This design comes from an exercise in tuning for small area, a short achievable clock period and few clock cycles per item on the open sky130 flow, not from production work. Function was checked by simulation only, so behaviour that the tests miss may differ from the original.

## group_dominant_key_detect
module group_dominant_key_detect
#(
  parameter int MAX_KEYS  = 64,
  parameter int MAX_GROUP = 256,
  parameter int KEY_BITS  = 16
) (
  input  wire logic              clk,
  input  wire logic              rst_n,
  input  wire logic               in_valid,
  output logic                    in_ready,
  input  wire logic [gdk_pkg::KEY_W-1:0]   in_target_key,
  input  wire logic [gdk_pkg::SITE_W-1:0]  in_site_position,
  input  wire logic               in_group_end,
  output logic                    out_valid,
  input  wire logic               out_ready,
  output logic                    out_assigned,
  output logic      [gdk_pkg::KEY_W-1:0]   out_dominant_key,
  output logic      [gdk_pkg::SITE_W-1:0]  out_window_start,
  output logic      [gdk_pkg::END_W-1:0]   out_window_end,
  output logic      [gdk_pkg::SIZE_W-1:0]  out_group_size,
  output logic                    out_overflow,
  input  wire logic              psel,
  input  wire logic              penable,
  input  wire logic              pwrite,
  input  wire logic [gdk_pkg::CFG_AW-1:0] paddr,
  input  wire logic [gdk_pkg::CFG_DW-1:0] pwdata,
  output logic      [gdk_pkg::CFG_DW-1:0] prdata,
  output logic                   pready
);
Settings: LEC_CHECK=0, ABC_CLOCK_PERIOD_IN_PS=2500, CAP_MARGIN=20, CORE_MARGIN=2, CORE_UTILIZATION=60, CTS_BUF_LIST=sky130_fd_sc_hd__clkbuf_4 sky130_fd_sc_hd__clkbuf_8, SETUP_SLACK_MARGIN=3.5, SLEW_MARGIN=20; clock period 6.5 ns.
run.sh (not shown) runs the stock make flow with config.mk's settings and CLKGATE_MAP_FILE= SYNTH_SCRIPT=/design/flow/synth_recipe.tcl, a recipe that flattens the netlist after the stock synthesis.
Testbench counts at the start, summed over its fixed seeds: cycles 32,391, items 32,211.
Next try:
--- a/flow/design.v
+++ b/flow/design.v
@@ -69,12 +69,13 @@
   input  wire logic [DEPTH-1:0] rd_sel,
   output logic      [RD_PARTS*CW-1:0] rd_cnt,
   input  wire logic             new_grp,
   input  wire logic             init,
   output logic      [DEPTH-1:0] free_sel,
   output logic                  full,
+  input  wire logic             wr,
   input  wire logic             alloc,
   input  wire logic [KW-1:0]    wr_key,
   input  wire logic             cnt_we,
   input  wire logic [DEPTH-1:0] cnt_sel,
   input  wire logic [CW-1:0]    wr_cnt
 );
@@ -104,13 +105,13 @@
       assign free_sel[i] = new_grp || (n_used == '0);
     end else begin : g_fi
       assign free_sel[i] = !new_grp && (n_used == UW'(i));
     end
     assign srch_hit[i] = (n_used > UW'(i)) && (key_q[i] == srch_key);
     always_ff @(posedge clk) begin
-      if (free_sel[i]) begin
+      if (wr && free_sel[i]) begin
         key_q[i] <= wr_key;
       end
       if (cnt_we && cnt_sel[i]) begin
         cnt_q[i] <= wr_cnt;
       end
     end
@@ -164,17 +165,13 @@
     .pwdata  (pwdata),
     .prdata  (prdata),
     .pready  (pready),
     .cfg     (cfg)
   );
   logic          open_r;                  
-  logic          a_v, a_first, a_last;   
-  logic          a_same;                  
-  logic [KW-1:0] a_key;
-  logic [SW-1:0] a_site;
-  logic          a_v_n;
+  logic          in_first;                
   logic          b_v, b_first, b_last;
   logic [KW-1:0] b_key;
   logic [SW-1:0] b_site;
   logic [N-1:0]  b_match;
   logic [TW-1:0] b_total;                 
   logic          b_ovf;
@@ -198,96 +195,81 @@
   logic [KW-1:0] o_key;
   logic [SW-1:0] o_start;
   logic [gdk_pkg::END_W-1:0] o_end;
   logic [TW-1:0] o_size;
   logic          o_ovf;
   logic xfer, stall, stall_n, go;
-  logic rdy_r;                            
   logic c_v_n, c_first_n, g_pend_n, o_v_n;
   assign xfer    = g_pend && (!o_v || out_ready);
   assign go      = !stall;
   assign stall_n = c_v_n && c_first_n && g_pend_n && o_v_n;
   logic [N-1:0]  t_hit, t_free;
   logic          t_full;
   logic [4*CW-1:0] t_cnt;
-  logic          b_hit, drop, cnt_ok, alloc, init;
+  logic          b_hit, drop, cnt_ok, alloc, init, t_wr;
   assign b_hit  = |b_match;
   assign init   = b_v && b_first && go;
   assign drop   = !b_first && (b_total[TW-1] || (!b_hit && t_full));
   assign cnt_ok = b_v && !drop && go;
   assign alloc  = cnt_ok && !b_hit;
+  assign t_wr   = b_v && go;
   gdk_entry_mem #(
     .DEPTH    (N),
     .RD_PARTS (4),
     .KW    (KW),
     .CW    (CW)
   ) u_mem (
     .clk      (clk),
     .rst_n    (rst_n),
-    .srch_key (a_key),
+    .srch_key (in_target_key),
     .srch_hit (t_hit),
     .rd_sel   (b_match),
     .rd_cnt   (t_cnt),
     .new_grp  (b_v && b_first),
     .init     (init),
     .free_sel (t_free),
     .full     (t_full),
+    .wr       (t_wr),
     .alloc    (alloc),
     .wr_key   (b_key),
-    .cnt_we   (c_v && c_cnt_ok),           
+    .cnt_we   (c_v && c_cnt_ok && go),
     .cnt_sel  (c_tgt),
     .wr_cnt   (c_cnt + CW'(1))
   );
   logic          same_prev;
   logic [N-1:0]  match_nxt;
-  assign same_prev = a_same;
+  assign in_first  = !open_r;
+  assign same_prev = b_v && (in_target_key == b_key);
   always_comb begin
-    if (a_first) begin
+    if (in_first) begin
       match_nxt = '0;
     end else if (same_prev) begin
       match_nxt = b_match | t_free;
     end else if (b_v && b_first) begin
       match_nxt = '0;
     end else begin
       match_nxt = t_hit;
     end
   end
-  assign a_v_n = rdy_r ? in_valid : (a_v && stall);
   always_ff @(posedge clk) begin
     if (!rst_n) begin
-      a_v    <= 1'b0;
+      b_v    <= 1'b0;
       open_r <= 1'b0;
-    end else begin
-      a_v <= a_v_n;
-      if (in_valid && rdy_r) open_r <= !in_group_end;
-    end
-  end
-  always_ff @(posedge clk) begin
-    if (rdy_r) begin
-      a_key   <= in_target_key;
-      a_site  <= in_site_position;
-      a_last  <= in_group_end;
-      a_first <= !open_r;
-      a_same  <= a_v ? (in_target_key == a_key) : (stall && b_v && (in_target_key == b_key));
-    end
-  end
-  always_ff @(posedge clk) begin
-    if (!rst_n) begin
-      b_v <= 1'b0;
     end else if (go) begin
-      b_v <= a_v;
+      b_v <= in_valid;
+      if (in_valid) open_r <= !in_group_end;
     end
   end
   always_ff @(posedge clk) begin
     if (go) begin
       b_match <= match_nxt;
-      b_fwd   <= same_prev && !a_first;
-      b_key   <= a_key;
-      b_site  <= a_site;
-      b_first <= a_first;
-      b_last  <= a_last;
+      b_fwd   <= same_prev && !in_first;
+      b_key   <= in_target_key;
+      b_site  <= in_site_position;
+      b_first <= in_first;
+      b_last  <= in_group_end;
     end
   end
   always_ff @(posedge clk) begin
     if (b_v && go) begin
       if (b_first) begin
         b_total <= TW'(1);
@@ -378,19 +360,17 @@
       o_ovf      <= g_ovf;
     end
   end
   always_ff @(posedge clk) begin
     if (!rst_n) begin
       stall <= 1'b0;
-      rdy_r <= 1'b1;
     end else begin
       stall <= stall_n;
-      rdy_r <= !(a_v_n && stall_n);
     end
   end
-  assign in_ready         = rdy_r;
+  assign in_ready         = go;
   assign out_valid        = o_v;
   assign out_assigned     = o_assigned;
   assign out_dominant_key = o_key;
   assign out_window_start = o_start;
   assign out_window_end   = o_end;
   assign out_group_size   = o_size;
Outcome: The changed run completed with no timing, DRC or antenna violations. Area after synthesis goes down by 2.2%. Fmax is lower by 5.3%. Setup slack got worse by 170 ps. Via count fell by 3.0%. Non-clock buffer count came out lower by 14.
Testbench counts after the change, summed over its fixed seeds: cycles 32,383, items 32,211.

## static timing again, ports no longer ideal
The results above use ideal ports. As a check the final layouts listed here were re-extracted and re-timed, cells and wires unchanged. Step 1: set_driving_cell puts a clkbuf_16 on clk and a buf_2 on each other input, an assumption about the parent block. Step 2 also shifts input and output timing later by t, the mid clock arrival at the registers, as if the neighbouring blocks saw the same clock. a / b / c = no drivers / after step 1 / after step 2; a / b = the first two.
| run | shift t [ns] | setup slack, ns | worst register clock-pin slew, ns |
|---|---|---|---|
| the first run | 1.081 | 3.518 / 3.471 / 2.806 | 0.07 / 0.07 |
| the second run | 1.091 | 3.350 / 3.256 / 2.430 | 0.07 / 0.07 |
After both steps setup and hold are still met in every run listed. The setup slack of the second run, which loses most, moves by -0.094 ns with the drivers and by -0.920 ns with both steps.
